This design comes from an exercise in tuning for small area, a short achievable clock period and few clock cycles on the open sky130 flow, not from production work.
In this exercise RTL edits were held to simulation tests only and were not proved equivalent to the original.

==> inputs of trial 69 <==
Design particle_euler_integrator, start of the top module:
module particle_euler_integrator (
	input  wire logic                clk,
	input  wire logic                arst_n,
	input  wire logic                cfg_we,
	input  wire logic [CFGA_W-1:0]   cfg_addr,    
	input  wire logic [CFG_W-1:0]    cfg_wdata,
	input  wire logic                s_tvalid,
	output logic                     s_tready,
	input  wire logic [S_DATA_W-1:0] s_tdata,     
	input  wire logic [USER_W-1:0]   s_tuser,     
	output logic                     m_tvalid,
	input  wire logic                m_tready,
	output logic [M_DATA_W-1:0]      m_tdata,     
	output logic [USER_W-1:0]        m_tuser      
);
clock: 10.0 ns
lec_check: 0
cap_margin: 20
core_margin: 2
core_utilization: 35
place_density: 0.45
setup_slack_margin: 3.5
slew_margin: 20
tns_end_percent: 0
run.sh (not shown) runs the stock make flow with config.mk's settings and CLKGATE_MAP_FILE= SYNTH_SCRIPT=/design/flow/synth_recipe.tcl, a recipe that flattens the netlist after the stock synthesis.
==> inputs of build 28, as changes to trial 69 <==
--- a/flow/design.v
+++ b/flow/design.v
@@ -146,16 +146,15 @@
 `default_nettype wire
 module pei_mac (
 	input  wire logic [31:0] a,    
 	input  wire logic [8:0] one,   
 	input  wire logic [8:0] two,   
 	input  wire logic [8:0] neg,   
 	input  wire logic [49:0] z,     
-	output logic      [49:0] r0,    
-	output logic      [49:0] r1
+	output logic      [49:0] s      
 );
 	logic [33:0] ax;
 	assign ax = {a[31], a[31], a};
 	logic [33:0] pp0;
 	assign pp0 = ((one[0] ? ax : 34'd0) | (two[0] ? {ax[32:0], 1'b0} : 34'd0)) ^ {34{neg[0]}};
 	logic [33:0] pp1;
 	assign pp1 = ((one[1] ? ax : 34'd0) | (two[1] ? {ax[32:0], 1'b0} : 34'd0)) ^ {34{neg[1]}};
@@ -764,16 +763,18 @@
 	assign t588 = (t398 & t489) | (t398 & t488) | (t489 & t488);
 	assign t589 = t400 ^ t491 ^ t490;
 	assign t590 = (t400 & t491) | (t400 & t490) | (t491 & t490);
 	assign t591 = z[48] ^ t493 ^ t492;
 	assign t592 = (z[48] & t493) | (z[48] & t492) | (t493 & t492);
 	assign t593 = ~pp8[33] ^ z[49] ^ t494;
 	assign t594 = (~pp8[33] & z[49]) | (~pp8[33] & t494) | (z[49] & t494);
+	logic [49:0] r0, r1;
 	assign r0 = {t593, t591, t589, t587, t585, t583, t581, t579, t577, t575, t573, t571, t569, t567, t565, t563, t561, t559, t557, t555, t553, t551, t549, t547, t545, t543, t541, t539, t537, t535, t533, t531, t529, t527, t525, t523, t521, t519, t517, t515, t513, t511, t509, t507, t505, t503, t501, t499, t497, z[0]};
 	assign r1 = {t592, t590, t588, t586, t584, t582, t580, t578, t576, t574, t572, t570, t568, t566, t564, t562, t560, t558, t556, t554, t552, t550, t548, t546, t544, t542, t540, t538, t536, t534, t532, t530, t528, t526, t524, t522, t520, t518, t516, t514, t512, t510, t508, t506, t504, t502, t500, t498, t496, t495};
+	assign s = r0 + r1;
 endmodule
 `timescale 1ns / 1ps
 `default_nettype none
 import pei_pkg::*;
 module particle_euler_integrator (
 	input  wire logic                clk,
 	input  wire logic                arst_n,
@@ -894,18 +895,15 @@
 		if (ph_nx[PH_DRIFT]) b_nx = b_nx | {1'b0, dt_nx};
 	end
 	always_ff @(posedge clk)
 		enc_q <= booth_enc(b_nx);
 	for (genvar i = 0; i < NUM_AX; i++) begin : g_lane
 		logic [15:0]      rnd;
 		logic [32:0]      hcl;
-		logic [MAC_W-1:0] z, s, r0, r1;
-		logic [47:0]      low;       
-		logic [2:0]       top0, top1;
-		logic             ovf0, ovf1, ovf;
+		logic [MAC_W-1:0] z, s;
 		assign rnd = mul_q[i][31] ? 16'h7fff : 16'h8000;
 		assign hcl = hi_ovf_q[i] ? {hi_neg_q[i], {32{!hi_neg_q[i]}}} : {hi_top_q[i], frc_q[i]};
 		always_comb begin
 			z = '0;
 			if (ph[PH_DAMP])
 				z = z | {34'd0, rnd};
 			if (ph[PH_LO])
@@ -917,25 +915,18 @@
 		end
 		pei_mac u_mac (
 			.a   (mul_q[i]),
 			.one (enc_q[8:0]),
 			.two (enc_q[17:9]),
 			.neg (enc_q[26:18]),
 			.z   (z),
-			.r0  (r0),
-			.r1  (r1)
+			.s   (s)
 		);
-		assign low  = {1'b0, r0[46:0]} + {1'b0, r1[46:0]};
-		assign top0 = r0[49:47] + r1[49:47];
-		assign top1 = top0 + 3'd1;
-		assign ovf0 = (top0 != 3'b000) && (top0 != 3'b111);
-		assign ovf1 = (top1 != 3'b000) && (top1 != 3'b111);
-		assign ovf  = low[47] ? ovf1 : ovf0;
-		assign s    = {(low[47] ? top1 : top0), low[46:0]};
-		assign y[i] = ovf ? (s[49] ? 32'sh80000000 : 32'sh7fffffff) : s[47:16];
+		assign y[i] = ((s[49:47] != 3'b000) && (s[49:47] != 3'b111))
+			? (s[49] ? 32'sh80000000 : 32'sh7fffffff) : s[47:16];
 		assign hi[i] = s[31:0];
 		always_ff @(posedge clk) begin
 			hi_top_q[i] <= s[32];
 			hi_ovf_q[i] <= (s[49:32] != 18'd0) && (s[49:32] != {18{1'b1}});
 			hi_neg_q[i] <= s[49];
 		end
 	end
@@ -948,20 +939,18 @@
 			fdirty_nx = 1'b1;
 		if (step_go || op_lpos)
 			fdirty_nx = 1'b0;
 		for (int i = 0; i < NUM_AX; i++) begin
 			frc_nx[i] = frc_q[i];
 			if (op_force)
 				frc_nx[i] = sat_add32(frc_q[i], vec[i]);
-			else if (op_lpos || (adv && ph[PH_KICK]))
+			else if (op_lpos || (busy && ph[PH_LO]))
 				frc_nx[i] = '0;
 			else if (step_go && ph[PH_HI])
 				frc_nx[i] = hi[i];    
-			else if (busy && ph[PH_LO])
-				frc_nx[i] = y[i];     
 			vel_nx[i] = vel_q[i];
 			if (op_lvel)
 				vel_nx[i] = vec[i];
 			else if ((step_go && ph[PH_DAMP]) || (adv && (ph[PH_KICK] || ph[PH_DAMP])))
 				vel_nx[i] = y[i];
 			pos_nx[i] = pos_q[i];
 			if (op_lpos)
@@ -994,19 +983,15 @@
 			end
 		end
 	end
 	always_ff @(posedge clk) begin
 		for (int i = 0; i < NUM_AX; i++) begin
 			if (take_y)
 				mul_q[i] <= y[i];
-			else if ((step_go && ph[PH_HI]) || (busy && !adv && ph[PH_KICK]))
-				mul_q[i] <= frc_q[i];
-			else if (busy && !adv)
-				mul_q[i] <= vel_q[i];
-			else
+			else if (!(busy && !(adv && ph[PH_DRIFT])) && !step_go)
 				mul_q[i] <= fdirty_nx ? frc_nx[i] : vel_nx[i];
 		end
 	end
 	assign m_tdata = {vel_q[2], vel_q[1], vel_q[0], pos_q[2], pos_q[1], pos_q[0]};
 	assign m_tuser = {(pos_q[1][31] || (pos_q[1] == 0)), alive_q};
 endmodule
 `default_nettype wire
==> flow/config.mk (replaced) <==
export PLATFORM = sky130hd
export DESIGN_NAME = particle_euler_integrator
export DESIGN_NICKNAME = particle_euler_integrator
export VERILOG_FILES = /design/flow/design.v
export SDC_FILE = /design/flow/constraint.sdc
export NUM_CORES = 4
export LEC_CHECK = 0
export CAP_MARGIN = 20
export CORE_MARGIN = 2
export CORE_UTILIZATION = 40
export PLACE_DENSITY = 0.55
export SETUP_SLACK_MARGIN = 3.0
export SLEW_MARGIN = 20
export TNS_END_PERCENT = 0
==> inputs of build 46, as changes to trial 69 <==
--- a/flow/design.v
+++ b/flow/design.v
@@ -146,16 +146,15 @@
 `default_nettype wire
 module pei_mac (
 	input  wire logic [31:0] a,    
 	input  wire logic [8:0] one,   
 	input  wire logic [8:0] two,   
 	input  wire logic [8:0] neg,   
 	input  wire logic [49:0] z,     
-	output logic      [49:0] r0,    
-	output logic      [49:0] r1
+	output logic      [49:0] s      
 );
 	logic [33:0] ax;
 	assign ax = {a[31], a[31], a};
 	logic [33:0] pp0;
 	assign pp0 = ((one[0] ? ax : 34'd0) | (two[0] ? {ax[32:0], 1'b0} : 34'd0)) ^ {34{neg[0]}};
 	logic [33:0] pp1;
 	assign pp1 = ((one[1] ? ax : 34'd0) | (two[1] ? {ax[32:0], 1'b0} : 34'd0)) ^ {34{neg[1]}};
@@ -764,16 +763,18 @@
 	assign t588 = (t398 & t489) | (t398 & t488) | (t489 & t488);
 	assign t589 = t400 ^ t491 ^ t490;
 	assign t590 = (t400 & t491) | (t400 & t490) | (t491 & t490);
 	assign t591 = z[48] ^ t493 ^ t492;
 	assign t592 = (z[48] & t493) | (z[48] & t492) | (t493 & t492);
 	assign t593 = ~pp8[33] ^ z[49] ^ t494;
 	assign t594 = (~pp8[33] & z[49]) | (~pp8[33] & t494) | (z[49] & t494);
+	logic [49:0] r0, r1;
 	assign r0 = {t593, t591, t589, t587, t585, t583, t581, t579, t577, t575, t573, t571, t569, t567, t565, t563, t561, t559, t557, t555, t553, t551, t549, t547, t545, t543, t541, t539, t537, t535, t533, t531, t529, t527, t525, t523, t521, t519, t517, t515, t513, t511, t509, t507, t505, t503, t501, t499, t497, z[0]};
 	assign r1 = {t592, t590, t588, t586, t584, t582, t580, t578, t576, t574, t572, t570, t568, t566, t564, t562, t560, t558, t556, t554, t552, t550, t548, t546, t544, t542, t540, t538, t536, t534, t532, t530, t528, t526, t524, t522, t520, t518, t516, t514, t512, t510, t508, t506, t504, t502, t500, t498, t496, t495};
+	assign s = r0 + r1;
 endmodule
 `timescale 1ns / 1ps
 `default_nettype none
 import pei_pkg::*;
 module particle_euler_integrator (
 	input  wire logic                clk,
 	input  wire logic                arst_n,
@@ -894,18 +895,15 @@
 		if (ph_nx[PH_DRIFT]) b_nx = b_nx | {1'b0, dt_nx};
 	end
 	always_ff @(posedge clk)
 		enc_q <= booth_enc(b_nx);
 	for (genvar i = 0; i < NUM_AX; i++) begin : g_lane
 		logic [15:0]      rnd;
 		logic [32:0]      hcl;
-		logic [MAC_W-1:0] z, s, r0, r1;
-		logic [47:0]      low;       
-		logic [2:0]       top0, top1;
-		logic             ovf0, ovf1, ovf;
+		logic [MAC_W-1:0] z, s;
 		assign rnd = mul_q[i][31] ? 16'h7fff : 16'h8000;
 		assign hcl = hi_ovf_q[i] ? {hi_neg_q[i], {32{!hi_neg_q[i]}}} : {hi_top_q[i], frc_q[i]};
 		always_comb begin
 			z = '0;
 			if (ph[PH_DAMP])
 				z = z | {34'd0, rnd};
 			if (ph[PH_LO])
@@ -917,25 +915,18 @@
 		end
 		pei_mac u_mac (
 			.a   (mul_q[i]),
 			.one (enc_q[8:0]),
 			.two (enc_q[17:9]),
 			.neg (enc_q[26:18]),
 			.z   (z),
-			.r0  (r0),
-			.r1  (r1)
+			.s   (s)
 		);
-		assign low  = {1'b0, r0[46:0]} + {1'b0, r1[46:0]};
-		assign top0 = r0[49:47] + r1[49:47];
-		assign top1 = top0 + 3'd1;
-		assign ovf0 = (top0 != 3'b000) && (top0 != 3'b111);
-		assign ovf1 = (top1 != 3'b000) && (top1 != 3'b111);
-		assign ovf  = low[47] ? ovf1 : ovf0;
-		assign s    = {(low[47] ? top1 : top0), low[46:0]};
-		assign y[i] = ovf ? (s[49] ? 32'sh80000000 : 32'sh7fffffff) : s[47:16];
+		assign y[i] = ((s[49:47] != 3'b000) && (s[49:47] != 3'b111))
+			? (s[49] ? 32'sh80000000 : 32'sh7fffffff) : s[47:16];
 		assign hi[i] = s[31:0];
 		always_ff @(posedge clk) begin
 			hi_top_q[i] <= s[32];
 			hi_ovf_q[i] <= (s[49:32] != 18'd0) && (s[49:32] != {18{1'b1}});
 			hi_neg_q[i] <= s[49];
 		end
 	end
@@ -948,20 +939,18 @@
 			fdirty_nx = 1'b1;
 		if (step_go || op_lpos)
 			fdirty_nx = 1'b0;
 		for (int i = 0; i < NUM_AX; i++) begin
 			frc_nx[i] = frc_q[i];
 			if (op_force)
 				frc_nx[i] = sat_add32(frc_q[i], vec[i]);
-			else if (op_lpos || (adv && ph[PH_KICK]))
+			else if (op_lpos || (busy && ph[PH_LO]))
 				frc_nx[i] = '0;
 			else if (step_go && ph[PH_HI])
 				frc_nx[i] = hi[i];    
-			else if (busy && ph[PH_LO])
-				frc_nx[i] = y[i];     
 			vel_nx[i] = vel_q[i];
 			if (op_lvel)
 				vel_nx[i] = vec[i];
 			else if ((step_go && ph[PH_DAMP]) || (adv && (ph[PH_KICK] || ph[PH_DAMP])))
 				vel_nx[i] = y[i];
 			pos_nx[i] = pos_q[i];
 			if (op_lpos)
@@ -994,19 +983,15 @@
 			end
 		end
 	end
 	always_ff @(posedge clk) begin
 		for (int i = 0; i < NUM_AX; i++) begin
 			if (take_y)
 				mul_q[i] <= y[i];
-			else if ((step_go && ph[PH_HI]) || (busy && !adv && ph[PH_KICK]))
-				mul_q[i] <= frc_q[i];
-			else if (busy && !adv)
-				mul_q[i] <= vel_q[i];
-			else
+			else if (!(busy && !(adv && ph[PH_DRIFT])) && !step_go)
 				mul_q[i] <= fdirty_nx ? frc_nx[i] : vel_nx[i];
 		end
 	end
 	assign m_tdata = {vel_q[2], vel_q[1], vel_q[0], pos_q[2], pos_q[1], pos_q[0]};
 	assign m_tuser = {(pos_q[1][31] || (pos_q[1] == 0)), alive_q};
 endmodule
 `default_nettype wire
==> flow/config.mk (replaced) <==
export PLATFORM = sky130hd
export DESIGN_NAME = particle_euler_integrator
export DESIGN_NICKNAME = particle_euler_integrator
export VERILOG_FILES = /design/flow/design.v
export SDC_FILE = /design/flow/constraint.sdc
export NUM_CORES = 4
export LEC_CHECK = 0
export CAP_MARGIN = 20
export CELL_PAD_IN_SITES_DETAIL_PLACEMENT = 1
export CORE_MARGIN = 2
export CORE_UTILIZATION = 40
export PLACE_DENSITY = 0.55
export SETUP_SLACK_MARGIN = 2.5
export SLEW_MARGIN = 20
export TNS_END_PERCENT = 0
==> inputs of trial 89, as changes to trial 69 <==
--- a/flow/design.v
+++ b/flow/design.v
@@ -146,16 +146,15 @@
 `default_nettype wire
 module pei_mac (
 	input  wire logic [31:0] a,    
 	input  wire logic [8:0] one,   
 	input  wire logic [8:0] two,   
 	input  wire logic [8:0] neg,   
 	input  wire logic [49:0] z,     
-	output logic      [49:0] r0,    
-	output logic      [49:0] r1
+	output logic      [49:0] s      
 );
 	logic [33:0] ax;
 	assign ax = {a[31], a[31], a};
 	logic [33:0] pp0;
 	assign pp0 = ((one[0] ? ax : 34'd0) | (two[0] ? {ax[32:0], 1'b0} : 34'd0)) ^ {34{neg[0]}};
 	logic [33:0] pp1;
 	assign pp1 = ((one[1] ? ax : 34'd0) | (two[1] ? {ax[32:0], 1'b0} : 34'd0)) ^ {34{neg[1]}};
@@ -764,16 +763,18 @@
 	assign t588 = (t398 & t489) | (t398 & t488) | (t489 & t488);
 	assign t589 = t400 ^ t491 ^ t490;
 	assign t590 = (t400 & t491) | (t400 & t490) | (t491 & t490);
 	assign t591 = z[48] ^ t493 ^ t492;
 	assign t592 = (z[48] & t493) | (z[48] & t492) | (t493 & t492);
 	assign t593 = ~pp8[33] ^ z[49] ^ t494;
 	assign t594 = (~pp8[33] & z[49]) | (~pp8[33] & t494) | (z[49] & t494);
+	logic [49:0] r0, r1;
 	assign r0 = {t593, t591, t589, t587, t585, t583, t581, t579, t577, t575, t573, t571, t569, t567, t565, t563, t561, t559, t557, t555, t553, t551, t549, t547, t545, t543, t541, t539, t537, t535, t533, t531, t529, t527, t525, t523, t521, t519, t517, t515, t513, t511, t509, t507, t505, t503, t501, t499, t497, z[0]};
 	assign r1 = {t592, t590, t588, t586, t584, t582, t580, t578, t576, t574, t572, t570, t568, t566, t564, t562, t560, t558, t556, t554, t552, t550, t548, t546, t544, t542, t540, t538, t536, t534, t532, t530, t528, t526, t524, t522, t520, t518, t516, t514, t512, t510, t508, t506, t504, t502, t500, t498, t496, t495};
+	assign s = r0 + r1;
 endmodule
 `timescale 1ns / 1ps
 `default_nettype none
 import pei_pkg::*;
 module particle_euler_integrator (
 	input  wire logic                clk,
 	input  wire logic                arst_n,
@@ -817,17 +818,15 @@
 	logic [30:0] life_cfg_q;
 	logic [16:0] b_nx;
 	logic [26:0] enc_q;
 	logic signed [31:0] pos_q [NUM_AX];
 	logic signed [31:0] vel_q [NUM_AX];
 	logic signed [31:0] frc_q [NUM_AX];
 	logic signed [31:0] mul_q [NUM_AX];    
-	logic               hi_top_q [NUM_AX];  
-	logic               hi_ovf_q [NUM_AX];  
-	logic               hi_neg_q [NUM_AX];
+	logic        [17:0] hi_top_q [NUM_AX];  
 	logic signed [31:0] pos_nx [NUM_AX];
 	logic signed [31:0] vel_nx [NUM_AX];
 	logic signed [31:0] frc_nx [NUM_AX];
 	logic signed [31:0] vec   [NUM_AX];
 	logic signed [31:0] y     [NUM_AX];    
 	logic        [31:0] hi    [NUM_AX];    
 	logic signed [31:0] life_q;
@@ -894,20 +893,18 @@
 		if (ph_nx[PH_DRIFT]) b_nx = b_nx | {1'b0, dt_nx};
 	end
 	always_ff @(posedge clk)
 		enc_q <= booth_enc(b_nx);
 	for (genvar i = 0; i < NUM_AX; i++) begin : g_lane
 		logic [15:0]      rnd;
 		logic [32:0]      hcl;
-		logic [MAC_W-1:0] z, s, r0, r1;
-		logic [47:0]      low;       
-		logic [2:0]       top0, top1;
-		logic             ovf0, ovf1, ovf;
+		logic [MAC_W-1:0] z, s;
 		assign rnd = mul_q[i][31] ? 16'h7fff : 16'h8000;
-		assign hcl = hi_ovf_q[i] ? {hi_neg_q[i], {32{!hi_neg_q[i]}}} : {hi_top_q[i], frc_q[i]};
+		assign hcl = ((hi_top_q[i] != 18'd0) && (hi_top_q[i] != {18{1'b1}}))
+			? {hi_top_q[i][17], {32{!hi_top_q[i][17]}}} : {hi_top_q[i][0], frc_q[i]};
 		always_comb begin
 			z = '0;
 			if (ph[PH_DAMP])
 				z = z | {34'd0, rnd};
 			if (ph[PH_LO])
 				z = z | {hcl[32], hcl, rnd};
 			if (ph[PH_KICK])
@@ -917,51 +914,39 @@
 		end
 		pei_mac u_mac (
 			.a   (mul_q[i]),
 			.one (enc_q[8:0]),
 			.two (enc_q[17:9]),
 			.neg (enc_q[26:18]),
 			.z   (z),
-			.r0  (r0),
-			.r1  (r1)
+			.s   (s)
 		);
-		assign low  = {1'b0, r0[46:0]} + {1'b0, r1[46:0]};
-		assign top0 = r0[49:47] + r1[49:47];
-		assign top1 = top0 + 3'd1;
-		assign ovf0 = (top0 != 3'b000) && (top0 != 3'b111);
-		assign ovf1 = (top1 != 3'b000) && (top1 != 3'b111);
-		assign ovf  = low[47] ? ovf1 : ovf0;
-		assign s    = {(low[47] ? top1 : top0), low[46:0]};
-		assign y[i] = ovf ? (s[49] ? 32'sh80000000 : 32'sh7fffffff) : s[47:16];
+		assign y[i] = ((s[49:47] != 3'b000) && (s[49:47] != 3'b111))
+			? (s[49] ? 32'sh80000000 : 32'sh7fffffff) : s[47:16];
 		assign hi[i] = s[31:0];
-		always_ff @(posedge clk) begin
-			hi_top_q[i] <= s[32];
-			hi_ovf_q[i] <= (s[49:32] != 18'd0) && (s[49:32] != {18{1'b1}});
-			hi_neg_q[i] <= s[49];
-		end
+		always_ff @(posedge clk)
+			hi_top_q[i] <= s[49:32];
 	end
 	assign life_diff = {life_q[31], life_q} - $signed({17'd0, dt_q});
 	assign life_nx   = (life_diff[32] != life_diff[31]) ? 32'sh80000000 : life_diff[31:0];
 	assign take_y = (step_go && ph[PH_DAMP]) || (adv && (ph[PH_LO] || ph[PH_KICK] || ph[PH_DAMP]));
 	always_comb begin
 		fdirty_nx = fdirty;
 		if (op_force)
 			fdirty_nx = 1'b1;
 		if (step_go || op_lpos)
 			fdirty_nx = 1'b0;
 		for (int i = 0; i < NUM_AX; i++) begin
 			frc_nx[i] = frc_q[i];
 			if (op_force)
 				frc_nx[i] = sat_add32(frc_q[i], vec[i]);
-			else if (op_lpos || (adv && ph[PH_KICK]))
+			else if (op_lpos || (busy && ph[PH_LO]))
 				frc_nx[i] = '0;
 			else if (step_go && ph[PH_HI])
 				frc_nx[i] = hi[i];    
-			else if (busy && ph[PH_LO])
-				frc_nx[i] = y[i];     
 			vel_nx[i] = vel_q[i];
 			if (op_lvel)
 				vel_nx[i] = vec[i];
 			else if ((step_go && ph[PH_DAMP]) || (adv && (ph[PH_KICK] || ph[PH_DAMP])))
 				vel_nx[i] = y[i];
 			pos_nx[i] = pos_q[i];
 			if (op_lpos)
@@ -994,19 +979,15 @@
 			end
 		end
 	end
 	always_ff @(posedge clk) begin
 		for (int i = 0; i < NUM_AX; i++) begin
 			if (take_y)
 				mul_q[i] <= y[i];
-			else if ((step_go && ph[PH_HI]) || (busy && !adv && ph[PH_KICK]))
-				mul_q[i] <= frc_q[i];
-			else if (busy && !adv)
-				mul_q[i] <= vel_q[i];
-			else
+			else if (!(busy && !(adv && ph[PH_DRIFT])) && !step_go)
 				mul_q[i] <= fdirty_nx ? frc_nx[i] : vel_nx[i];
 		end
 	end
 	assign m_tdata = {vel_q[2], vel_q[1], vel_q[0], pos_q[2], pos_q[1], pos_q[0]};
 	assign m_tuser = {(pos_q[1][31] || (pos_q[1] == 0)), alive_q};
 endmodule
 `default_nettype wire
==> flow/config.mk (replaced) <==
export PLATFORM = sky130hd
export DESIGN_NAME = particle_euler_integrator
export DESIGN_NICKNAME = particle_euler_integrator
export VERILOG_FILES = /design/flow/design.v
export SDC_FILE = /design/flow/constraint.sdc
export NUM_CORES = 4
export LEC_CHECK = 0
export CAP_MARGIN = 20
export CORE_MARGIN = 2
export CORE_UTILIZATION = 38
export PLACE_DENSITY = 0.5
export SETUP_SLACK_MARGIN = 3.0
export SLEW_MARGIN = 20
export TNS_END_PERCENT = 0
==> comparison table <==
Result of the run: trial 69 no timing/DRC/antenna violations; build 28 no timing/DRC/antenna violations; trial 89 no timing/DRC/antenna violations; build 46 no timing/DRC/antenna violations
Share of synthesized area spent on multiplexers: trial 69 0.0148; build 28 0.0167; trial 89 0.0148; build 46 0.0167
Area share of the largest cell type after synthesis: trial 69 0.200; build 28 0.205; trial 89 0.204; build 46 0.205
Relative area change from synthesis to final layout: trial 69 19.4%; build 28 18.8%; trial 89 15.3%; build 46 16.3%
Clock buffers created by TritonCTS: trial 69 70; build 28 67; trial 89 73; build 46 69
Highest net fanout along the worst path: trial 69 38; build 28 65; trial 89 6; build 46 16
Comb_multi_in: trial 69 6,953; build 28 6,461; trial 89 6,467; build 46 6,462
WL met3: trial 69 65.2 mm; build 28 49.4 mm; trial 89 52.9 mm; build 46 46.6 mm
Total non-filler cell area in the finished layout: trial 69 0.0946 mm²; build 28 0.0915 mm²; trial 89 0.0901 mm²; build 46 0.0895 mm²
Critical path required time: trial 69 10,590 ps; build 28 10,430 ps; trial 89 10,440 ps; build 46 10,550 ps
Share of synthesized area occupied by flip-flops and latches: trial 69 0.168; build 28 0.185; trial 89 0.194; build 46 0.185
Distinct cell type count after synthesis: trial 69 113; build 28 118; trial 89 109; build 46 118
Cell area after synthesis: trial 69 0.0793 mm²; build 28 0.0770 mm²; trial 89 0.0781 mm²; build 46 0.0770 mm²
Most common library cell in the layout ignoring fill and taps: trial 69 inv_1; build 28 inv_1; trial 89 a22oi_1; build 46 a22oi_1
Layout Skew: trial 69 72.7 ps; build 28 68.5 ps; trial 89 43.9 ps; build 46 64.0 ps
Setup WS post-layout: trial 69 2680 ps; build 28 2670 ps; trial 89 2140 ps; build 46 2230 ps
Master of the slowest instance on the critical path: trial 69 dfrtp_4; build 28 fa_1; trial 89 a222oi_1; build 46 xor2_1
Finished Layout Cells: trial 69 12,600; build 28 11,600; trial 89 11,500; build 46 11,500
Core Box Area: trial 69 0.225 mm²; build 28 0.192 mm²; trial 89 0.205 mm²; build 46 0.192 mm²
Worst-Margin Slew: trial 69 1270 ps; build 28 1200 ps; trial 89 1260 ps; build 46 1150 ps
Number of nets in the layout: trial 69 10,800; build 28 10,300; trial 89 10,000; build 46 10,200
Testbench counts of trial 69, summed over its fixed seeds: cycles 6,297.
Testbench counts of build 28, summed over its fixed seeds: cycles 6,297.
Testbench counts of build 46, summed over its fixed seeds: cycles 6,297.
Testbench counts of trial 89, summed over its fixed seeds: cycles 6,297.

[static timing again, ports no longer ideal]
No port has a modelled driver above. Below, the same layouts with a new extraction and two added sets of constraints.
Step 1 sets driving cells, clkbuf_16 on the clock port and buf_2 on the other inputs (assumed; they add their load-dependent delay and slew).
Step 2 moves the port delays by t, midway between the first and last clock arrival at a register: inputs arrive t later, outputs are due t later. That takes back most of the time a late clock gives input paths.
Three values: no drivers, after step 1, after step 2; two values: the first two.
| run | t (ns) | setup WS [ns] | worst hold slack (ns) | worst setup path at the end | pins driven straight from the clock port |
|---|---|---|---|---|---|
| trial 69 | 0.791 | 2.683 / 2.683 / 2.524 | 0.496 / 0.496 / 0.496 | input to register | 1 |
| build 28 | 0.794 | 2.669 / 2.669 / 2.363 | 0.488 / 0.488 / 0.488 | input to register | 1 |
| build 46 | 0.817 | 2.234 / 2.234 / 1.882 | 0.496 / 0.496 / 0.496 | input to register | 1 |
| trial 89 | 0.778 | 2.136 / 2.136 / 2.136 | 0.476 / 0.476 / 0.476 | register to register | 1 |
After both steps setup and hold are still met in every run listed. The setup slack of build 46, which loses most, moves by 0.000 ns with the drivers and by -0.352 ns with both steps.
